Background: an optimization exercise with open tools, aiming at small area, a short achievable clock period and few clock cycles per item. Do not read the settings as production practice.
Function was checked by simulation only, so behaviour that the tests miss may differ from the original.
Power is estimated from default activity; no workload was simulated.

## flow/config.mk

```make
export PLATFORM = sky130hd
export DESIGN_NAME = keyed_rate_throttle_table_top
export DESIGN_NICKNAME = keyed_rate_throttle_table_top
export VERILOG_FILES = /design/flow/design.v
export SDC_FILE = /design/flow/constraint.sdc
export NUM_CORES = 4
export LEC_CHECK = 0
export ABC_CLOCK_PERIOD_IN_PS = 3000
export CAP_MARGIN = 20
export CORE_MARGIN = 2
export CORE_UTILIZATION = 60
export CTS_CLUSTER_DIAMETER = 60
export CTS_CLUSTER_SIZE = 20
export SETUP_SLACK_MARGIN = 5
export SLEW_MARGIN = 20
```

## flow/constraint.sdc

```tcl
create_clock -name core_clock -period 8.4 [get_ports {clk_i}]
set_input_delay 1.6800 -clock core_clock [delete_from_list [all_inputs] [get_ports {clk_i}]]
set_output_delay 1.6800 -clock core_clock [all_outputs]
set_load 0.01 [all_outputs]
```

## flow/design.v

```verilog
package krtt_pkg;
  localparam int unsigned SlotsDefault   = 8;
  localparam int unsigned KeyBitsDefault = 64;
  localparam int unsigned StreamKeyBits = 64;
  localparam int unsigned TimeBits      = 63;
  localparam int unsigned PeriodBits    = 16;
  localparam logic [PeriodBits-1:0] PeriodReset = 16'd15;
  typedef struct packed {
    logic allow;
    logic untracked;
  } verdict_t;
endpackage
module krtt_table #(
  parameter int unsigned SLOTS    = krtt_pkg::SlotsDefault,
  parameter int unsigned KEY_BITS = krtt_pkg::KeyBitsDefault
) (
  input  logic                              clk_i,
  input  logic                              rst_ni,
  input  logic                              req_valid_i,
  input  logic [KEY_BITS-1:0]               req_key_i,
  output logic                              key_zero_o,
  output logic                              hit_o,
  output logic                              full_o,
  output logic [SLOTS-1:0]                  hit_vec_o,
  output logic [SLOTS-1:0]                  slot_o
);
  logic [SLOTS-1:0]    slot_valid_q;
  logic [KEY_BITS-1:0] slot_key_q [SLOTS];
  logic [SLOTS-1:0] hit_vec;
  logic [SLOTS-1:0] empty_first;
  logic             ins;
  always_comb begin
    for (int i = 0; i < SLOTS; i++) begin
      hit_vec[i]     = slot_valid_q[i] && (slot_key_q[i] == req_key_i);
      empty_first[i] = !slot_valid_q[i] && (i == 0 || slot_valid_q[(i == 0) ? 0 : i-1]);
    end
  end
  assign key_zero_o = (req_key_i == '0);
  assign hit_o      = |hit_vec;
  assign hit_vec_o  = hit_vec;
  assign full_o     = slot_valid_q[SLOTS-1];
  assign slot_o     = hit_o ? hit_vec : empty_first;
  assign ins        = req_valid_i && !key_zero_o && !hit_o && !full_o;
  always_ff @(posedge clk_i or negedge rst_ni) begin
    if (!rst_ni) begin
      slot_valid_q <= '0;
    end else if (ins) begin
      slot_valid_q <= slot_valid_q | empty_first;
    end
  end
  always_ff @(posedge clk_i) begin
    for (int i = 0; i < SLOTS; i++) begin
      if (!slot_valid_q[i]) begin
        slot_key_q[i] <= req_key_i;
      end
    end
  end
endmodule
module keyed_rate_throttle_table_top #(
  parameter int unsigned SLOTS    = krtt_pkg::SlotsDefault,
  parameter int unsigned KEY_BITS = krtt_pkg::KeyBitsDefault
) (
  input  logic                                 clk_i,
  input  logic                                 rst_ni,
  input  logic                                 start,
  output logic                                 busy,
  input  logic [krtt_pkg::StreamKeyBits-1:0]   stream_key_i,
  input  logic [krtt_pkg::TimeBits-1:0]        time_ms_i,
  output logic                                 done_o,
  output logic                                 allow_o,
  output logic                                 untracked_o,
  input  logic                                 cfg_valid_i,
  output logic                                 cfg_ready_o,
  input  logic [krtt_pkg::PeriodBits-1:0]      cfg_data_i
);
  localparam int unsigned TB = krtt_pkg::TimeBits;
  localparam int unsigned PB = krtt_pkg::PeriodBits;
  function automatic logic time_ok(input logic [TB-1:0] x, input logic [TB-1:0] y,
                                   input logic [PB-1:0] a);
    logic [TB-1:0] s, k;
    logic [63:0]   g, t;
    for (int i = 0; i < TB; i++) begin
      if (i < PB) begin
        s[i] = a[i] ^ ~y[i];
        k[i] = a[i] ? ~y[i] : x[i];
      end else begin
        s[i] = x[i] ^ y[i];
        k[i] = x[i] | ~y[i];
      end
    end
    g[0] = 1'b1;
    t[0] = 1'b0;
    for (int i = 1; i < 64; i++) begin
      g[i] = (i < TB ? s[i] : 1'b0) & k[i-1];
      t[i] = (i < TB ? s[i] : 1'b0) | k[i-1];
    end
    for (int w = 1; w < 64; w = w * 2) begin
      for (int i = 2 * w - 1; i < 64; i = i + 2 * w) begin
        g[i] = g[i] | (t[i] & g[i-w]);
        t[i] = t[i] & t[i-w];
      end
    end
    time_ok = g[63];
  endfunction
  logic [PB-1:0]       period_q;
  logic                r_valid_q;
  logic [KEY_BITS-1:0] r_key_q;
  logic [TB-1:0]       r_time_q;
  logic                a_kz, a_hit, a_full;
  logic [SLOTS-1:0]    a_hit_vec, a_slot;
  logic [TB-1:0]       a_hit_time;
  logic                b_valid_q, b_hit_q, b_untr_q, b_trk_q, b_same_q, b_prev_ok_q;
  logic [SLOTS-1:0]    b_slot_q;
  logic [TB-1:0]       b_time_q, b_hit_time_q;
  logic [PB-1:0]       b_lo_q;
  logic [TB-1:0]       slot_time_q [SLOTS];
  logic                b_pass, b_allow, b_wr;
  logic                c_valid_q, c_allow_q, c_untr_q, c_wr_q;
  logic [SLOTS-1:0]    c_we_q;
  logic [TB-1:0]       c_time_q;
  assign busy        = 1'b0;
  assign cfg_ready_o = 1'b1;
  always_ff @(posedge clk_i or negedge rst_ni) begin
    if (!rst_ni) begin
      period_q  <= krtt_pkg::PeriodReset;
      r_valid_q <= 1'b0;
      b_valid_q <= 1'b0;
      c_valid_q <= 1'b0;
      c_wr_q    <= 1'b0;
      c_we_q    <= '0;
    end else begin
      if (cfg_valid_i && cfg_ready_o) begin
        period_q <= cfg_data_i;
      end
      r_valid_q <= start && !busy;
      b_valid_q <= r_valid_q;
      c_valid_q <= b_valid_q;
      c_wr_q    <= b_wr;
      c_we_q    <= b_wr ? b_slot_q : '0;
    end
  end
  always_ff @(posedge clk_i) begin
    r_key_q  <= stream_key_i[KEY_BITS-1:0];
    r_time_q <= time_ms_i;
  end
  krtt_table #(
    .SLOTS    (SLOTS),
    .KEY_BITS (KEY_BITS)
  ) u_table (
    .clk_i       (clk_i),
    .rst_ni      (rst_ni),
    .req_valid_i (r_valid_q),
    .req_key_i   (r_key_q),
    .key_zero_o  (a_kz),
    .hit_o       (a_hit),
    .full_o      (a_full),
    .hit_vec_o   (a_hit_vec),
    .slot_o      (a_slot)
  );
  always_comb begin
    a_hit_time = c_time_q & {TB{|(a_hit_vec & c_we_q)}};
    for (int i = 0; i < SLOTS; i++) begin
      a_hit_time = a_hit_time | (slot_time_q[i] & {TB{a_hit_vec[i] && !c_we_q[i]}});
    end
  end
  always_ff @(posedge clk_i) begin
    b_hit_q      <= !a_kz && a_hit;
    b_untr_q     <= a_kz || (!a_hit && a_full);
    b_trk_q      <= !a_kz && (a_hit || !a_full);
    b_same_q     <= b_valid_q && b_trk_q && |(a_hit_vec & b_slot_q);
    b_prev_ok_q  <= time_ok(r_time_q, b_time_q, r_time_q[PB-1:0] ^ ~period_q);
    b_lo_q       <= r_time_q[PB-1:0] ^ ~period_q;
    b_slot_q     <= a_slot;
    b_time_q     <= r_time_q;
    b_hit_time_q <= a_hit_time;
  end
  assign b_pass  = (b_same_q && c_wr_q) ? b_prev_ok_q
                                        : time_ok(b_time_q, b_hit_time_q, b_lo_q);
  assign b_allow = !b_hit_q || b_pass;
  assign b_wr    = b_valid_q && b_trk_q && b_allow;
  always_ff @(posedge clk_i) begin
    c_time_q <= b_time_q;
    for (int i = 0; i < SLOTS; i++) begin
      if (c_we_q[i]) begin
        slot_time_q[i] <= c_time_q;
      end
    end
  end
  always_ff @(posedge clk_i) begin
    c_allow_q <= b_allow;
    c_untr_q  <= b_untr_q;
  end
  assign done_o      = c_valid_q;
  assign allow_o     = c_allow_q;
  assign untracked_o = c_untr_q;
endmodule
```

## flow/flow/run.sh

```bash
#!/bin/bash
set -uo pipefail
bash standard.sh SETUP_SLACK_MARGIN=5.2 "BUFFER_PORTS_ARGS=-buffer_cell sky130_fd_sc_hd__buf_1" finish > standard_flow.log 2>&1
status=$?
# keep each ORFS step's own log in this folder too
if [[ -d orfs/logs ]]; then
  cp -r orfs/logs step_logs 2>/dev/null || true
fi
exit $status
```

## flow/standard.sh

```bash
#!/bin/bash
# synth_recipe.tcl (not shown) runs the flow's synth.tcl, then flattens the netlist and writes it again
# the make line also repeats each setting of config.mk as NAME=value (left out here)
make -C /OpenROAD-flow-scripts/flow DESIGN_CONFIG=/design/flow/config.mk WORK_HOME=/design/flow/orfs CLKGATE_MAP_FILE= SYNTH_SCRIPT=/design/flow/synth_recipe.tcl "${@:-finish}"
```

==> flow_summary.json, run 1 <==
{
  "crit_path_top_delay_cell": "or3_4",
  "fin_crit_sh_pct": 38.6,
  "core-area_sq_um": 88600,
  "skew_ns": 0.0292,
  "seqPwrFrac_pct": 56.5,
  "grt-ovfl-total": 0,
  "worstHoldPathCells": 0,
  "arrival_ns": 3.87,
  "grt_pass1_vias": 30800,
  "synthFlopType": "edfxtp_1",
  "critPathMaxFanout": 5,
  "synth_seq_cells": 1399,
  "cts-hold-fix-buffers": 0,
  "fmax_mhz": 309,
  "p_per_area_nw_per_um2": 226,
  "fin_total_pwr_mw": 13.7,
  "drv_slew": 0,
  "p_int_mw": 10.4,
  "vdd_drop_max_v": 0.000181,
  "wl_per_cell_um": 28.1,
  "io_pins": 152,
  "yosysUniqueCellTypes": 88,
  "nFillCells": 6097,
  "grtUsageTotal_pct": 30.1,
  "drv_cap": 0,
  "hp-class": "reg2reg",
  "antenna_found_initial": 1,
  "critPathKind": "reg2reg",
  "clkTransAtPathRegs_ns": 0.08,
  "min_from": "r_time_q[52]",
  "yosysWarnings": 4,
  "ys_seq_area_share_pct": 71.3,
  "pwr-share-clk_pct": 37.8,
  "p_leak_nw": 20.8,
  "rsz0062_at_grt": "true",
  "num_vias": 30800,
  "syn2layout_area_growth_pct": 12.4,
  "initialDrtViolationCount": 2772,
  "syn-cell-area_sq_um": 53800,
  "first_pass_iters": 6,
  "clk-insertion-delay-late_ns": 0.70,
  "dp_hpwl_um": 80100,
  "crit_path_start_kind": "flop",
  "drive_above_1_share_pct": 13.5,
  "crit_start": "b_time_q[58]",
  "dp_cells": 4718,
  "grt_start_max_net_pins": 69,
  "drc": 0,
  "grt_pass1_wl_um": 201000,
  "syn_nets": 3691,
  "synth_area_per_cell_sq_um": 15.6,
  "syn_inst": 3450,
  "die_h_um": 303,
  "antenna_cells": 0,
  "die-area_sq_um": 92100,
  "run_status": "finished clean",
  "tns_ns": 0,
  "rr_worst_depth": 12,
  "final_cells": 4955,
  "hold_viol_final": 0,
  "place.gp.congestion": 0.896,
  "power.share.combinational_pct": 5.7,
  "p_switching_mw": 3.20,
  "async_reset_ff_share_pct": 2.57,
  "root_buffer": "clkbuf_16",
  "cp-end-kind": "flop",
  "die_w_um": 303,
  "finalSetupViolCount": 0,
  "finalCriticalPeriod_ns": 3.24,
  "start_util_pct": 60.7,
  "numCtsBuffers": 103,
  "cpPeakStageDelay_ns": 0.48,
  "slew_headroom_pct": 31.0,
  "synth_edf_count": 1016,
  "wl_um": 139000,
  "crit_required_ns": 9.03,
  "via_per_inst": 6.21,
  "tritoncts": "built",
  "crit_chain": "inv_2, ha_4, a22oi_2, nand2_2, nor4b_4, nand4_1, or3_4, a2111o_1, o211ai_4, buf_12, buf_16, and4_1",
  "cts_sinks": 1399,
  "htreeDepth": 3,
  "clk_path_buf_depth": 3,
  "whs_ns": 0.338,
  "p_sw_share_pct": 23.5,
  "nNetsFinal": 3940,
  "worst_slew_pin_slew_ns": 1.04,
  "row_count": 109,
  "portBuffers": 149,
  "drtAntennaViolNets": 0,
  "r2r-start": "b_time_q[58]"
}
through the flow:
step / worst slack (ns) / area (sq um) / util (%)
after floorplan: 5.21 / 53800 / -
after detailed placement: 3.89 / 55700 / 62.8
after global routing: 5.08 / 60400 / 68.2
after global placement: 3.96 / 55700 / 62.8
final: 5.16 / 60400 / 68.2
after CTS: 5.15 / 60100 / 67.8
worst paths after layout:
check	endpoint	slack, ns
max	c_we_q[3]	5.16
min	b_time_q[52]	0.34
max reg2reg	c_we_q[3]	5.16
min reg2reg	b_time_q[52]	0.34
max in group asynchronous	c_we_q[2]	6.55
min in group asynchronous	period_q[15]	1.12
area by class of cell:
cell class | instances | area (sq um) | area share [%]
clock buffer | 135 | 2860 | 4.73
inverter | 239 | 915 | 1.51
tap | 1165 | 1460 | 2.41
sequential | 1399 | 38500 | 63.6
multi-input combinational | 1683 | 14200 | 23.5
timing repair buffer | 273 | 1900 | 3.14
clock inverter | 61 | 677 | 1.12
power by group through the flow:
| stage | registers, mW | logic [mW] | clock network [mW] |
|---|---|---|---|
| final | 7.72 | 0.774 | 5.16 |
| after global routing | 7.74 | 0.833 | 5.46 |
| after CTS | 7.72 | 0.760 | 5.23 |
| after detailed placement | 7.88 | 0.738 | 0 |
| after global placement | 7.86 | 0.717 | 0 |
| after floorplan | 7.83 | 0.477 | 0 |
placed cells by master (no fill, tap or decap), types with 23 or more instances in the layout:
master and instances:
a221oi_1 76, buf_4 84, nor4_1 55, xnor2_1 297
nand2_1 51, nand2b_1 67, dfrtp_1 24, dfxtp_1 323
o2111ai_2 60, a22o_1 76, nor3_1 23, nor2_1 42
o21ai_0 46, inv_1 221, buf_1 148, clkbuf_16 112
edfxtp_1 1016, o2111ai_1 23, a22oi_1 144, o22ai_1 30
a21oi_1 26, nand4_1 85, xor2_1 156, ha_1 84
critical path, delay by kind of cell, from the launching register on:
kind                       cells  cell delay [ns]
DFF                            1             0.37
and+or+nand+nor                5             1.42
adders and majority gates      1             0.22
buffers and inverters          3             0.31
AOI/OAI and AO/OA              3             0.85
routing by layer:
layer	vias to the layer above	wire (um)	GRT usage (%)
met5	-	13	0
met1	15700	56000	39.9
met3	259	8320	3.93
li1	13700	-	-
met4	2	5890	12.0
met2	1148	69100	50.9
cells by family after synthesis:
group | Yosys count | synth area share [%]
AOI/OAI and AO/OA | 635 | 9.98
xor gates and xnor gates | 456 | 7.42
adders and majority gates | 116 | 2.60
buffers and inverters | 369 | 3.27
DFF | 1399 | 71.3
muxes | 19 | 0.391
other | 2 | 0.0140
and+or+nand+nor | 454 | 5.01
synth_stat cells (16+ instances only):
library cell  number  share of area (%)
clkbuf_1          25               0.17
buf_6             17               0.36
o2111ai_1         23               0.37
a222oi_1          16               0.30
mux2_2            16               0.33
inv_1            234                1.6
ha_1              94                2.2
dfrtp_1           32                1.5
nand2_1           53               0.37
nand3_1           20               0.19
o22ai_1           30               0.35
nand2b_1          67               0.78
xnor2_1          299                4.9
a22o_1            76                1.2
xor2_1           157                2.6
buf_2             59               0.55
edfxtp_1        1016                 57
nor3_1            26               0.24
o31ai_1           19               0.27
o2111ai_2         60                1.7
nor2_1            44               0.31
a22oi_1          148                2.1
a21oi_1           26               0.24
maj3_1            22               0.41
nor2b_1           23               0.27
nand4_1           85               0.99
dfxtp_1          347                 13
buf_4             19               0.27
a221oi_1          77                1.3
nor4_1            74               0.86
o21ai_0           47               0.44
timing repair:
item                       4_1_cts  5_1_grt
gates cloned                     5        2
setup buffers                   21       13
resized for setup              125       44
pin swaps                       28       18
setup endpoints to repair       93       74
flip-flops by register name, indices dropped and copies added (netlist names), 8 cells and up:
name and count:
u_table.slot_key_q 512, slot_time_q 504, r_key_q 64, b_hit_time_q 63
b_time_q 63, c_time_q 63, r_time_q 63, b_lo_q 16
period_q 16, b_slot_q 8, c_we_q 8, u_table.slot_valid_q 8
Testbench counts, summed over its fixed seeds: cycles 24,016, items 24,000.
==> run 2: changes to the inputs <==
--- a/flow/design.v
+++ b/flow/design.v
@@ -116,7 +116,7 @@
   logic [TB-1:0]       slot_time_q [SLOTS];
   logic                b_pass, b_allow, b_wr;
   logic                c_valid_q, c_allow_q, c_untr_q, c_wr_q;
-  logic [SLOTS-1:0]    c_we_q;
+  logic [SLOTS-1:0]    c_slot_q, c_we;
   logic [TB-1:0]       c_time_q;
   assign busy        = 1'b0;
   assign cfg_ready_o = 1'b1;
@@ -127,7 +127,6 @@
       b_valid_q <= 1'b0;
       c_valid_q <= 1'b0;
       c_wr_q    <= 1'b0;
-      c_we_q    <= '0;
     end else begin
       if (cfg_valid_i && cfg_ready_o) begin
         period_q <= cfg_data_i;
@@ -136,7 +135,6 @@
       b_valid_q <= r_valid_q;
       c_valid_q <= b_valid_q;
       c_wr_q    <= b_wr;
-      c_we_q    <= b_wr ? b_slot_q : '0;
     end
   end
   always_ff @(posedge clk_i) begin
@@ -157,10 +155,11 @@
     .hit_vec_o   (a_hit_vec),
     .slot_o      (a_slot)
   );
+  assign c_we = c_wr_q ? c_slot_q : '0;
   always_comb begin
-    a_hit_time = c_time_q & {TB{|(a_hit_vec & c_we_q)}};
+    a_hit_time = c_time_q & {TB{|(a_hit_vec & c_we)}};
     for (int i = 0; i < SLOTS; i++) begin
-      a_hit_time = a_hit_time | (slot_time_q[i] & {TB{a_hit_vec[i] && !c_we_q[i]}});
+      a_hit_time = a_hit_time | (slot_time_q[i] & {TB{a_hit_vec[i] && !c_we[i]}});
     end
   end
   always_ff @(posedge clk_i) begin
@@ -180,8 +179,9 @@
   assign b_wr    = b_valid_q && b_trk_q && b_allow;
   always_ff @(posedge clk_i) begin
     c_time_q <= b_time_q;
+    c_slot_q <= b_slot_q;
     for (int i = 0; i < SLOTS; i++) begin
-      if (c_we_q[i]) begin
+      if (c_we[i]) begin
         slot_time_q[i] <= c_time_q;
       end
     end
--- a/flow/config.mk
+++ b/flow/config.mk
@@ -9,7 +9,7 @@
 export CAP_MARGIN = 20
 export CORE_MARGIN = 2
 export CORE_UTILIZATION = 60
-export CTS_CLUSTER_DIAMETER = 60
-export CTS_CLUSTER_SIZE = 20
+export CTS_CLUSTER_DIAMETER = 75
+export CTS_CLUSTER_SIZE = 25
 export SETUP_SLACK_MARGIN = 5
 export SLEW_MARGIN = 20
==> run 2 against run 1 <==
Against the previous run:
- core utilization decreased by 0.69 points
- worst setup slack got worse by 0.0041 ns
- critical path depth unchanged
- flip-flop and latch count unchanged
- area after synthesis decreased by 1.4%
- sequential share of layout area increased by 1.0 points
- hold slack got worse by 0.0019 ns
- via count increased by 1.1%
- cell count increased by 0.69%
- die area decreased by 1.4%
- synthesized cell count increased by 1.3%
- clock-buffer cell count decreased by 25
- critical path type unchanged
- highest routed layer is now met4
==> flow_summary.json, run 2 <==
{
  "regMostFlops": "u_table.slot_key_q",
  "synth_top_area_cell": "edfxtp_1",
  "final_cell_mix": "edfxtp_1 (1016), dfxtp_1 (325), xnor2_1 (306)",
  "ys_seq_area_share_pct": 72.3,
  "syn-cell-area_sq_um": 53000,
  "worstHoldPathCells": 0,
  "wl_met3_um": 9030,
  "row_count": 109,
  "syn2layout_area_growth_pct": 12.0,
  "drt-met1-wl_um": 56500,
  "yosysUniqueCellTypes": 76,
  "drive_above_1_share_pct": 11.5,
  "final_common_cell": "edfxtp_1",
  "clkTransAtPathRegs_ns": 0.10,
  "num_vias": 31100,
  "rsz0062_at_grt": "true",
  "hp-class": "reg2reg",
  "slew_headroom_pct": 30.2,
  "crit_path_top_delay_cell": "or3_4",
  "numCtsBuffers": 67,
  "cp-end-kind": "flop",
  "hold_viol_final": 0,
  "clk-insertion-delay-late_ns": 0.68,
  "final_cells": 4989,
  "grtUsageTotal_pct": 31.3,
  "synth_area_leaders": "edfxtp_1 (58%), dfxtp_1 (13%), xnor2_1 (5.1%), a22oi_1 (3.3%), ha_1 (2.2%)",
  "nNetsFinal": 4009,
  "die_h_um": 301,
  "syn_inst": 3495,
  "critPathMostFrequentCell": "nand3_4",
  "wl_um": 145000,
  "tns_ns": 0,
  "wl_met2_um": 73200,
  "tritoncts": "built",
  "antenna_found_initial": 0,
  "synth_seq_cells": 1399,
  "async_reset_ff_share_pct": 2.00,
  "nFillCells": 6079,
  "syn_nets": 3736,
  "largest_reg_flops": 512,
  "synth_area_per_cell_sq_um": 15.2,
  "finalCriticalPeriod_ns": 3.24,
  "finalSetupViolCount": 0,
  "start_util_pct": 60.3,
  "grt_start_max_net_pins": 72,
  "htreeDepth": 3,
  "io_pins": 152,
  "rr_worst_depth": 12,
  "cpPeakStageDelay_ns": 0.43,
  "cts_sinks": 1399,
  "core-area_sq_um": 88000,
  "first_pass_iters": 8,
  "p_per_area_nw_per_um2": 207,
  "drc": 0,
  "portBuffers": 149,
  "design_area_sq_um": 59400,
  "place_ws_ns": 3.27,
  "cp_num_cells": 12,
  "die-area_sq_um": 90800,
  "initialDrtViolationCount": 3274,
  "grt-ovfl-total": 0,
  "place.gp.congestion": 0.915,
  "drv_cap": 0,
  "skew_ns": 0.0365,
  "dp_hpwl_um": 85200,
  "drtAntennaViolNets": 0,
  "fmax_mhz": 308,
  "drv_slew": 0,
  "grt_pass1_vias": 30700,
  "dp_cells": 4771,
  "arrival_ns": 3.80,
  "yosysWarnings": 4,
  "top_regs": "u_table.slot_key_q (512), slot_time_q (504), r_key_q (64)",
  "synth_most_common_cell": "edfxtp_1",
  "die_w_um": 301,
  "synthFlopType": "edfxtp_1",
  "crit_chain": "inv_1, ha_1, a222oi_1, buf_4, nand3_4, a2111oi_4, buf_6, nand3_4, or3_4, o2111ai_4, nor4b_4, nor2_2",
  "critPathKind": "reg2reg",
  "worst_slew_pin_slew_ns": 1.05,
  "netlist.area_leader.share_pct": 57.5,
  "vdd_drop_max_v": 0.000222,
  "grt_pass1_wl_um": 206000,
  "crit_required_ns": 8.95,
  "root_buffer": "clkbuf_16",
  "crit_buf_inv": 3,
  "layout_setup_ws_ns": 5.16,
  "clk_path_buf_depth": 3,
  "via_per_inst": 6.24,
  "synth_edf_count": 1016,
  "fin_crit_sh_pct": 38.6,
  "critPathMaxFanout": 3,
  "place_area_sq_um": 55200,
  "crit_path_start_kind": "flop",
  "maxUsedRoutingLayer": "met4",
  "p_leak_nw": 20.9,
  "cts-hold-fix-buffers": 0,
  "synth_common_cells": "edfxtp_1 (1016), dfxtp_1 (355), xnor2_1 (309), a22oi_1 (233), inv_1 (186)",
  "run_status": "finished clean",
  "crit_family": "simple AND/OR/NAND/NOR gates",
  "wl_per_cell_um": 29.1
}
[run 2: cell types whose count changed after synthesis, moves of 28 or more]
| cell | before | now |
|---|---|---|
| nand2_1 | 53 | 158 |
| a222oi_1 | 16 | 44 |
| a221oi_1 | 77 | 3 |
| a22o_1 | 76 | 13 |
| o2111ai_2 | 60 | 0 |
| xor2_1 | 157 | 116 |
| inv_1 | 234 | 186 |
| a22oi_1 | 148 | 233 |
| a211o_1 | 4 | 51 |
[run 2: final timing paths]
| kind | from | endpoint | slack, ns |
|---|---|---|---|
| max | b_time_q[26] | c_allow_q | 5.16 |
| min | b_slot_q[2] | c_slot_q[2] | 0.34 |
| max reg2reg | b_time_q[26] | c_allow_q | 5.16 |
| min reg2reg | b_slot_q[2] | c_slot_q[2] | 0.34 |
| max in group asynchronous | rst_ni | c_valid_q | 6.74 |
| min in group asynchronous | rst_ni | u_table.slot_valid_q[6] | 1.11 |
[run 2: logic make-up after synthesis]
group,synth area share [%]
AO/OA/AOI/OAI,9.03
XOR/XNOR,7.02
AND/OR/NAND/NOR,6.10
adder cells (fa/ha/maj),2.77
flip-flops,72.3
other,0.0142
multiplexers,0.356
buffers and inverters,2.45
[run 2: repair_timing]
item,in CTS,in global routing
resized for setup,134,97
setup buffers,41,32
pin swaps,31,80
setup endpoints to repair,86,83
gates cloned,8,12
[run 2: metal layers]
| layer | GRT usage (%) | up-vias |
|---|---|---|
| met5 | 0 | - |
| met4 | 13.0 | 0 |
| met3 | 3.56 | 262 |
| met2 | 53.9 | 1250 |
| met1 | 40.5 | 15900 |
| li1 | - | 13800 |
[run 2: cell type report]
type	instances	area, sq um	area share, %
Antenna cell	1	2.50	0.00421
Clock buffer	110	1920	3.23
Clock inverter	14	151	0.255
Inverter	187	738	1.24
Multi-Input combinational cell	1783	14100	23.8
Sequential cell	1399	38400	64.7
Tap cell	1165	1460	2.46
Timing Repair Buffer	329	2610	4.39
Timing Repair inverter	1	5.00	0.00843
[run 2: power breakdown]
group	switching (mW)	internal (mW)
Clock	2.14	1.65
Sequential	0.152	7.57
Combinational	0.472	0.296
Total	2.76	9.52
[run 2: through the flow]
step | power (mW) | hold WS [ns] | utilization, %
2_1_floorplan | 8.29 | 0.310 | -
4_1_cts | 12.3 | 0.337 | 66.4
3_3_place_gp | 8.57 | 0.318 | 62.7
5_1_grt | 12.6 | 0.343 | 67.5
6_report | 12.3 | 0.336 | 67.5
3_5_place_dp | 8.60 | 0.335 | 62.7
Testbench counts of run 2, summed over its fixed seeds: cycles 24,016, items 24,000.
==> run 3: changes to the inputs <==
--- a/flow/config.mk
+++ b/flow/config.mk
@@ -8,7 +8,7 @@
 export ABC_CLOCK_PERIOD_IN_PS = 3000
 export CAP_MARGIN = 20
 export CORE_MARGIN = 2
-export CORE_UTILIZATION = 60
+export CORE_UTILIZATION = 70
 export CTS_CLUSTER_DIAMETER = 75
 export CTS_CLUSTER_SIZE = 25
 export SETUP_SLACK_MARGIN = 5
==> run 3 against run 2 <==
Against the previous run:
- clock skew grew 0.0026 ns
- highest routed layer is now met5
- area after synthesis did not move
- sequential power hardly changed
- die area fell by 14%
- critical path type unchanged
- hold slack barely moved
==> flow_summary.json, run 3 <==
{
  "clk_path_buf_depth": 3,
  "drt-met1-wl_um": 51800,
  "syn2layout_area_growth_pct": 10.4,
  "layout_setup_ws_ns": 5.12,
  "wl_um": 143000,
  "drv_slew": 0,
  "drv_cap": 0,
  "p_per_area_nw_per_um2": 208,
  "yosysWarnings": 4,
  "core-area_sq_um": 74700,
  "synth_edf_count": 1016,
  "cpPeakStageDelay_ns": 0.51,
  "maxUsedRoutingLayer": "met5",
  "portBuffers": 149,
  "nNetsFinal": 3981,
  "skew_ns": 0.0392,
  "synth_area_leaders": "edfxtp_1 (58%), dfxtp_1 (13%), xnor2_1 (5.1%), a22oi_1 (3.3%), ha_1 (2.2%)",
  "synth_common_cells": "edfxtp_1 (1016), dfxtp_1 (355), xnor2_1 (309), a22oi_1 (233), inv_1 (186)",
  "syn-cell-area_sq_um": 53000,
  "worstHoldPathCells": 0,
  "cp-end-kind": "flop",
  "num_vias": 32000,
  "fmax_mhz": 305,
  "async_reset_ff_share_pct": 2.00,
  "rr_worst_depth": 10,
  "fin_crit_sh_pct": 39.0,
  "cts-hold-fix-buffers": 0,
  "whs_endpoint": "c_untr_q",
  "rsz0062_at_grt": "true",
  "synth_area_per_cell_sq_um": 15.2,
  "drtAntennaViolNets": 0,
  "drc": 0,
  "whs_ns": 0.336,
  "hold_viol_final": 0,
  "final_cell_mix": "edfxtp_1 (1016), dfxtp_1 (331), xnor2_1 (308)",
  "finalSetupViolCount": 0,
  "p_leak_nw": 20.7,
  "synthFlopType": "edfxtp_1",
  "vdd_drop_max_v": 0.000195,
  "first_pass_iters": 6,
  "worstReg2RegEnd": "b_hit_time_q[28]",
  "grt_pass1_vias": 31600,
  "clk-insertion-delay-late_ns": 0.65,
  "clkTransAtPathRegs_ns": 0.09,
  "start_util_pct": 71.0,
  "arrival_ns": 3.86,
  "yosysUniqueCellTypes": 76,
  "regMostFlops": "u_table.slot_key_q",
  "r2r_slack_ns": 5.12,
  "run_status": "finished clean",
  "die-area_sq_um": 78000,
  "root_buffer": "clkbuf_16",
  "wl_per_cell_um": 30.1,
  "finalCriticalPeriod_ns": 3.28,
  "crit_path_top_delay_cell": "nor3_4",
  "tritoncts": "built",
  "antenna_found_initial": 1,
  "worst_slew_pin_slew_ns": 1.07,
  "io_pins": 152,
  "tns_ns": 0,
  "drive_above_1_share_pct": 9.70,
  "antenna_cells": 0,
  "hp-class": "reg2reg",
  "grt-ovfl-total": 0,
  "largest_reg_flops": 512,
  "final_util_pct": 78.4,
  "critPathMaxFanout": 17,
  "numCtsBuffers": 66,
  "r2r-start": "r_key_q[61]",
  "initialDrtViolationCount": 4183,
  "syn_inst": 3495,
  "final_common_cell": "edfxtp_1",
  "dp_hpwl_um": 80700,
  "netlist.area_leader.share_pct": 57.5,
  "synth_seq_cells": 1399,
  "via_per_inst": 6.71,
  "crit_chain": "buf_4, xnor2_1, nand3_1, nor3_4, nand3_2, nor2_1, a22oi_1, nand4_4, clkbuf_16, a21o_1",
  "dp_cells": 4569,
  "cts_sinks": 1399,
  "grtUsageTotal_pct": 35.9,
  "slew_headroom_pct": 28.4,
  "ys_seq_area_share_pct": 72.3,
  "htreeDepth": 3,
  "syn_nets": 3736,
  "grt_start_max_net_pins": 72,
  "critPathKind": "reg2reg",
  "place_ws_ns": 3.26,
  "top_regs": "u_table.slot_key_q (512), slot_time_q (504), r_key_q (64)",
  "die_w_um": 279,
  "crit_path_start_kind": "flop",
  "final_cells": 4762,
  "grt_pass1_wl_um": 203000,
  "wl_met2_um": 70400,
  "min_from": "b_untr_q",
  "crit_required_ns": 8.98,
  "synth_top_area_cell": "edfxtp_1",
  "synth_most_common_cell": "edfxtp_1",
  "die_h_um": 279,
  "row_count": 100,
  "place.gp.congestion": 0.916,
  "wl_met3_um": 12800
}
[run 3: metrics by stage]
step,power (mW),cell area [sq um]
2_1_floorplan,8.29,53100
3_3_place_gp,8.54,54900
3_5_place_dp,8.58,54900
4_1_cts,12.2,58000
5_1_grt,12.5,58600
6_report,12.2,58600
[run 3: how the worst max path moves through the flow]
stage | start | to | slack, ns | cells past startpoint
2_1_floorplan | u_table.slot_valid_q[5] | b_hit_time_q[13] | 5.17 | 9
3_3_place_gp | r_key_q[10] | b_hit_time_q[16] | 3.36 | 9
3_5_place_dp | r_key_q[10] | b_hit_time_q[31] | 3.26 | 9
4_1_cts | r_key_q[10] | b_hit_time_q[30] | 5.15 | 11
5_1_grt | r_key_q[10] | b_hit_time_q[28] | 5.08 | 9
6_report | r_key_q[61] | b_hit_time_q[28] | 5.12 | 10
[run 3: critical path: cells and delay by family, from the launching register on]
family | cells | cell delay, ns
compound gates | 2 | 0.31
xor+xnor | 1 | 0.17
buf+inv | 2 | 0.60
flops | 1 | 0.34
simple gates | 5 | 1.78
[run 3: kinds of logic after synthesis]
logic type	count (synthesis)	synth area share, %
compound gates	625	9.03
fa+ha+maj	123	2.77
xor+xnor	425	7.02
simple gates	591	6.10
other cells	2	0.0142
flops	1399	72.3
mux	17	0.356
buf+inv	313	2.45
[run 3: per-layer routing]
layer,track usage [%],vias to the layer above
met4,17.5,2
met2,60.9,1826
met1,46.0,16100
li1,-,13700
met3,4.95,365
met5,0,-
[run 3: final cells by class]
| cell class | instances | area, sq um |
|---|---|---|
| clock inverter | 7 | 73.8 |
| inverter | 187 | 728 |
| timing repair buffer | 303 | 2330 |
| sequential | 1399 | 38400 |
| multi-input combinational | 1783 | 13900 |
| clock buffer | 114 | 1940 |
| tap | 969 | 1210 |
| fill | 4257 | 16100 |
[run 3: repair_timing]
action                                  4_1_cts  5_1_grt
gates cloned                                 11        9
setup buffers                                32       20
gates resized for setup                     109       57
endpoints found under the setup margin       86       84
pin swaps                                    29       66
[run 3: report_power, final]
part	internal, mW	switching [mW]	leakage (nW)	total (mW)
Sequential	7.57	0.152	12.4	7.73
Combinational	0.288	0.466	7.34	0.754
Clock	1.64	2.09	0.972	3.72
==> run 4: changes to the inputs <==
==> flow/flow/run.sh (replaced) <==
#!/bin/bash
set -uo pipefail
bash standard.sh SETUP_SLACK_MARGIN=5.3 "BUFFER_PORTS_ARGS=-buffer_cell sky130_fd_sc_hd__buf_1" finish > standard_flow.log 2>&1
status=$?
# keep each ORFS step's own log in this folder too
if [[ -d orfs/logs ]]; then
  cp -r orfs/logs step_logs 2>/dev/null || true
fi
exit $status
--- a/flow/config.mk
+++ b/flow/config.mk
@@ -8,7 +8,7 @@
 export ABC_CLOCK_PERIOD_IN_PS = 3000
 export CAP_MARGIN = 20
 export CORE_MARGIN = 2
-export CORE_UTILIZATION = 70
+export CORE_UTILIZATION = 60
 export CTS_CLUSTER_DIAMETER = 75
 export CTS_CLUSTER_SIZE = 25
 export SETUP_SLACK_MARGIN = 5
==> run 4 against run 3 <==
Against the previous run:
- first-iteration DRC count down 22%
- still clean on timing, DRC and antenna
- core utilization down 11 points
- clock power about the same
- hold slack better by 0.015 ns
- register-to-register slack better by 0.04 ns
- critical path type unchanged
==> flow_summary.json, run 4 <==
{
  "synth_compound_area_share_pct": 9.03,
  "clkTransAtPathRegs_ns": 0.09,
  "largest_reg_flops": 512,
  "cts_sinks": 1399,
  "cp-end-kind": "flop",
  "cts-hold-fix-buffers": 0,
  "netlist.area_leader.share_pct": 57.5,
  "nNetsFinal": 4009,
  "synth_edf_count": 1016,
  "hold_viol_final": 0,
  "core-area_sq_um": 88000,
  "via_per_inst": 6.32,
  "synthAdderAreaFrac_pct": 2.77,
  "num_vias": 31500,
  "top_regs": "u_table.slot_key_q (512), slot_time_q (504), r_key_q (64)",
  "run_status": "finished clean",
  "wl_um": 149000,
  "skew_ns": 0.0441,
  "finalCriticalPeriod_ns": 3.24,
  "hp-class": "reg2reg",
  "async_reset_ff_share_pct": 2.00,
  "syn2layout_area_growth_pct": 12.3,
  "synth-xor-area-share_pct": 7.02,
  "synth_most_common_cell": "edfxtp_1",
  "drc": 0,
  "yosysUniqueCellTypes": 76,
  "fin_crit_sh_pct": 38.5,
  "tns_ns": 0,
  "synthMuxAreaShare_pct": 0.356,
  "grtUsageTotal_pct": 32.7,
  "drv_cap": 0,
  "die_h_um": 301,
  "ys_seq_area_share_pct": 72.3,
  "grt_pass1_wl_um": 213000,
  "grt-ovfl-total": 0,
  "syn-cell-area_sq_um": 53000,
  "initialDrtViolationCount": 3267,
  "dp_hpwl_um": 86700,
  "portBuffers": 149,
  "wl_per_cell_um": 29.9,
  "synthFlopType": "edfxtp_1",
  "die_w_um": 301,
  "row_count": 109,
  "final_cell_mix": "edfxtp_1 (1016), dfxtp_1 (317), xnor2_1 (304)",
  "final_common_cell": "edfxtp_1",
  "drv_slew": 0,
  "p_leak_nw": 21.0,
  "arrival_ns": 3.82,
  "drive_above_1_share_pct": 11.9,
  "grt_pass1_vias": 31500,
  "synth-simple-area-share_pct": 6.10,
  "final_util_pct": 67.7,
  "place_area_sq_um": 55200,
  "synth_top_area_cell": "edfxtp_1",
  "io_pins": 152,
  "regMostFlops": "u_table.slot_key_q",
  "grt_start_max_net_pins": 72,
  "critPathKind": "reg2reg",
  "syn_inst": 3495,
  "crit_required_ns": 8.99,
  "synth_seq_cells": 1399,
  "critPathMaxFanout": 8,
  "antenna_found_initial": 2,
  "tritoncts": "built",
  "clk_path_buf_depth": 3,
  "worst_slew_pin_slew_ns": 1.13,
  "vdd_drop_max_v": 0.000197,
  "yosysWarnings": 4,
  "root_buffer": "clkbuf_16",
  "rsz0062_at_grt": "true",
  "synth_top_family_by_area": "compound AO/OA/AOI/OAI gates",
  "syn_nets": 3736,
  "synth_common_cells": "edfxtp_1 (1016), dfxtp_1 (355), xnor2_1 (309), a22oi_1 (233), inv_1 (186)",
  "fmax_mhz": 309,
  "drtAntennaViolNets": 0,
  "clk-insertion-delay-late_ns": 0.67,
  "first_pass_iters": 8,
  "synth_area_per_cell_sq_um": 15.2,
  "antenna_cells": 0,
  "htreeDepth": 3,
  "slew_headroom_pct": 24.8,
  "start_util_pct": 60.3,
  "p_per_area_nw_per_um2": 205,
  "finalSetupViolCount": 0,
  "die-area_sq_um": 90800,
  "crit_path_start_kind": "flop",
  "whs_ns": 0.351,
  "synth_area_leaders": "edfxtp_1 (58%), dfxtp_1 (13%), xnor2_1 (5.1%), a22oi_1 (3.3%), ha_1 (2.2%)",
  "numCtsBuffers": 68,
  "place.gp.congestion": 0.923,
  "design_area_sq_um": 59600
}
-- run 4: where the power goes --
part           total, mW  switching, mW  internal (mW)
Clock               3.74           2.14           1.60
Sequential          7.72          0.149           7.57
Combinational      0.779          0.483          0.296
-- run 4: worst paths after layout --
path | from | to | slack (ns) | cells after the start
min | r_time_q[54] | b_time_q[54] | 0.35 | 0
min in group asynchronous | rst_ni | period_q[13] | 1.13 | 1
min reg2reg | r_time_q[54] | b_time_q[54] | 0.35 | 0
max in group asynchronous | rst_ni | period_q[6] | 6.72 | 1
max reg2reg | r_key_q[7] | b_hit_time_q[43] | 5.16 | 12
max | r_key_q[7] | b_hit_time_q[43] | 5.16 | 12
-- run 4: logic make-up (layout without fill, tap and decap cells) --
| family | after synthesis | count (layout) |
|---|---|---|
| AO/OA/AOI/OAI | 625 | 625 |
| XOR/XNOR | 425 | 425 |
| adder cells (fa/ha/maj) | 123 | 123 |
| buffers and inverters | 313 | 637 |
| flip-flops | 1399 | 1399 |
| multiplexers | 17 | 17 |
| other | 2 | 2 |
| AND/OR/NAND/NOR | 591 | 592 |
-- run 4: metal layers --
layer / track usage (%) / up-vias / part of all wire (%)
met5: 0 / - / 0.017
met2: 56.7 / 1298 / 50
met4: 14.1 / 4 / 5.0
met3: 4.50 / 305 / 6.5
met1: 41.1 / 16100 / 38
li1: - / 13800 / -
-- run 4: timing repair --
action                     CTS  global route
pin swaps                   69            50
gates cloned                16             2
gates resized for setup    195            72
buffers inserted            58            14
setup endpoints to repair   86            85
-- run 4: metrics by stage --
stage | setup slack (ns) | total power, mW | cells
after floorplan | 5.18 | 8.29 | 3495
after global placement | 3.26 | 8.58 | 4773
after detailed placement | 3.14 | 8.60 | 4773
after CTS | 5.21 | 12.3 | 4969
after global routing | 5.15 | 12.6 | 4985
final | 5.16 | 12.2 | 4985
-- run 4: critical path, cell delays in order (launching register included) --
cell,delay (ns)
dfxtp_2,0.37
buf_12,0.13
inv_4,0.03
a222oi_1,0.62
nand4_1,0.29
or4_4,0.61
nor3_4,0.17
a222oi_1,0.13
buf_4,0.21
nand4_4,0.20
buf_12,0.15
buf_16,0.14
a21o_1,0.12
-- run 4: cell type report --
type / count / area, sq um
fillers: 6099 / 28400
repair buffers: 328 / 2780
multi-input cells: 1784 / 14200
clock inverters: 13 / 108
clock buffers: 109 / 1900
inverters: 187 / 726
well taps: 1165 / 1460
flip-flops and latches: 1399 / 38400
==> run 5: changes to the inputs <==
--- a/flow/config.mk
+++ b/flow/config.mk
@@ -11,5 +11,6 @@
 export CORE_UTILIZATION = 60
 export CTS_CLUSTER_DIAMETER = 75
 export CTS_CLUSTER_SIZE = 25
+export PLACE_DENSITY = 0.8
 export SETUP_SLACK_MARGIN = 5
 export SLEW_MARGIN = 20
==> run 5 against run 4 <==
Against the previous run:
- clock-buffer cell count grew 2
- critical path depth shrank 1
- fmax grew 1.7%
- area after synthesis is the same
- sequential share of layout area grew 0.14 points
- clock power grew 4%
- clock skew grew 0.010 ns
- critical endpoint is now b_hit_time_q[54]
==> flow_summary.json, run 5 <==
{
  "rsz0062_at_grt": "true",
  "crit_path_start_kind": "flop",
  "finalSetupViolCount": 0,
  "core-area_sq_um": 88000,
  "final_common_cell": "edfxtp_1",
  "r2r-start": "r_key_q[25]",
  "portBuffers": 149,
  "regMostFlops": "u_table.slot_key_q",
  "synth_seq_cells": 1399,
  "skew_ns": 0.0541,
  "worstHoldPathCells": 0,
  "layout_setup_ws_ns": 5.22,
  "synth_area_per_cell_sq_um": 15.2,
  "vdd_drop_max_v": 0.000209,
  "critPathMaxFanout": 19,
  "antenna_found_initial": 7,
  "htreeDepth": 3,
  "grt-ovfl-total": 0,
  "fin_crit_sh_pct": 37.9,
  "netlist.area_leader.share_pct": 57.5,
  "synth_most_common_cell": "edfxtp_1",
  "min_from": "r_time_q[56]",
  "tns_ns": 0,
  "ys_seq_area_share_pct": 72.3,
  "crit_chain": "buf_6, xnor2_1, nand4_1, nor4_4, nand4_1, nor4_4, buf_4, buf_16, a222oi_1, and4_1, a21bo_1",
  "cpPeakStageDelay_ns": 0.52,
  "run_status": "finished clean",
  "synthFlopType": "edfxtp_1",
  "syn_inst": 3495,
  "synth_top_area_cell": "edfxtp_1",
  "root_buffer": "clkbuf_16",
  "worst_slew_pin_slew_ns": 1.16,
  "cp-end-kind": "flop",
  "whs_endpoint": "b_time_q[56]",
  "worstReg2RegEnd": "b_hit_time_q[54]",
  "io_pins": 152,
  "die_h_um": 301,
  "fin_total_pwr_mw": 12.4,
  "crit_buf_inv": 3,
  "synth_edf_count": 1016,
  "grt_pass1_wl_um": 199000,
  "first_pass_iters": 9,
  "crit_family": "simple AND/OR/NAND/NOR gates",
  "yosysWarnings": 4,
  "initialDrtViolationCount": 4629,
  "yosysUniqueCellTypes": 76,
  "finalCriticalPeriod_ns": 3.18,
  "row_count": 109,
  "clk_path_buf_depth": 3,
  "die_w_um": 301,
  "syn_nets": 3736,
  "grt_pass1_vias": 30600,
  "grtUsageTotal_pct": 30.0,
  "syn2layout_area_growth_pct": 12.0,
  "drv_slew": 0,
  "synth_common_cells": "edfxtp_1 (1016), dfxtp_1 (355), xnor2_1 (309), a22oi_1 (233), inv_1 (186)",
  "clk-insertion-delay-late_ns": 0.67,
  "num_vias": 32100,
  "arrival_ns": 3.79,
  "via_per_inst": 6.44,
  "grt_start_max_net_pins": 67,
  "tritoncts": "built",
  "rr_worst_depth": 11,
  "hold_viol_final": 0,
  "final_cell_mix": "edfxtp_1 (1016), dfxtp_1 (332), xnor2_1 (308)",
  "place.gp.congestion": 0.923,
  "drc": 0,
  "largest_reg_flops": 512,
  "cts_sinks": 1399,
  "drv_cap": 0,
  "r2r_slack_ns": 5.22,
  "start_util_pct": 60.3,
  "synth_area_leaders": "edfxtp_1 (58%), dfxtp_1 (13%), xnor2_1 (5.1%), a22oi_1 (3.3%), ha_1 (2.2%)",
  "top_regs": "u_table.slot_key_q (512), slot_time_q (504), r_key_q (64)",
  "wl_per_cell_um": 28.6,
  "drtAntennaViolNets": 0,
  "fmax_mhz": 314,
  "syn-cell-area_sq_um": 53000,
  "slew_headroom_pct": 22.6,
  "clkTransAtPathRegs_ns": 0.09,
  "critPathKind": "reg2reg",
  "cp_num_cells": 11,
  "nNetsFinal": 4002,
  "crit_path_top_delay_cell": "nor4_4",
  "dp_hpwl_um": 78600,
  "crit_required_ns": 9.01,
  "p_per_area_nw_per_um2": 208,
  "async_reset_ff_share_pct": 2.00,
  "drive_above_1_share_pct": 10.6,
  "place_ws_ns": 3.89,
  "die-area_sq_um": 90800,
  "p_leak_nw": 21.0,
  "hp-class": "reg2reg",
  "numCtsBuffers": 69,
  "wl_um": 142000
}
-- run 5: how the worst max path moves through the flow --
stage	start	to	slack [ns]
3_5_place_dp	r_key_q[10]	b_hit_time_q[30]	3.89
5_1_grt	b_time_q[21]	c_wr_q	5.23
3_3_place_gp	r_key_q[12]	b_hit_time_q[26]	3.90
4_1_cts	r_key_q[30]	b_hit_time_q[18]	5.30
6_report	r_key_q[25]	b_hit_time_q[54]	5.22
2_1_floorplan	u_table.slot_valid_q[5]	b_hit_time_q[35]	5.18
-- run 5: kinds of logic (layout without fill, tap and decap cells) --
| group | count (synthesis) | in the layout | synth area share, % |
|---|---|---|---|
| DFF | 1399 | 1399 | 72.3 |
| AOI/OAI and AO/OA | 625 | 625 | 9.03 |
| and+or+nand+nor | 591 | 592 | 6.10 |
| xor gates and xnor gates | 425 | 425 | 7.02 |
| buffers and inverters | 313 | 633 | 2.45 |
| adders and majority gates | 123 | 123 | 2.77 |
| muxes | 17 | 17 | 0.356 |
| other | 2 | 4 | 0.0142 |
-- run 5: area by class of cell --
cell class | count | area, sq um
antenna | 2 | 5.00
clock buffer | 111 | 1920
clock inverter | 15 | 270
fill | 5719 | 28500
inverter | 187 | 721
multi-input combinational | 1784 | 14000
sequential | 1399 | 38400
tap | 1165 | 1460
timing repair buffer | 319 | 2650
timing repair inverter | 1 | 5.00
-- run 5: report_power, final --
group / internal, mW / switching, mW / leakage, nW / total (mW)
Clock: 1.70 / 2.19 / 1.04 / 3.89
Sequential: 7.57 / 0.153 / 12.4 / 7.73
Combinational: 0.296 / 0.471 / 7.54 / 0.767
-- run 5: timing repair --
item	4_1_cts	5_1_grt
endpoints found under the setup margin	86	84
setup buffers	27	38
hold endpoints to repair	0	0
gates cloned	10	9
hold buffers	0	0
resized for setup	116	91
pin swaps	28	34
-- run 5: layer usage --
layer  track usage, %  up-vias  share of wire, %
met5                0        -             0.020
met4             13.5        4               4.8
met3             4.86      380                12
met2             48.2     2214                47
met1             40.8    15700                36
li1                 -    13800                 -
-- run 5: through the flow --
stage / util [%] / cells / cell area (sq um) / hold WS [ns]
2_1_floorplan: - / 3495 / 53100 / 0.310
3_3_place_gp: 62.7 / 4770 / 55200 / 0.312
3_5_place_dp: 62.7 / 4770 / 55200 / 0.315
4_1_cts: 66.4 / 4933 / 58400 / 0.333
5_1_grt: 67.5 / 4981 / 59400 / 0.327
6_report: 67.5 / 4983 / 59400 / 0.322

[static timing again, ports no longer ideal]
The flow's constraints put no driver on any port. The routed layouts listed below were extracted and timed again, unchanged, in two steps.
Step 1, drivers: a clkbuf_16 drives clk_i and a buf_2 each remaining input, both assumed.
Step 2 also shifts input and output timing later by t, the mid clock arrival at the registers, as if the neighbouring blocks saw the same clock.
Slacks: no drivers / after step 1 / after step 2; pairs: no drivers / after step 1.
| run | t, ns | setup slack, ns | worst register clock-pin slew, ns | worst slew at a driven data input, ns |
|---|---|---|---|---|
| run 1 | 0.758 | 5.160 / 5.160 / 5.160 | 0.09 / 0.09 | 0.07 |
| run 2 | 0.730 | 5.156 / 5.156 / 5.156 | 0.11 / 0.11 | 0.06 |
| run 3 | 0.708 | 5.125 / 5.125 / 5.125 | 0.11 / 0.11 | 0.05 |
| run 4 | 0.714 | 5.164 / 5.164 / 5.164 | 0.11 / 0.11 | 0.11 |
| run 5 | 0.718 | 5.219 / 5.219 / 5.219 | 0.12 / 0.12 | 0.08 |
After both steps setup and hold are still met in every run listed.
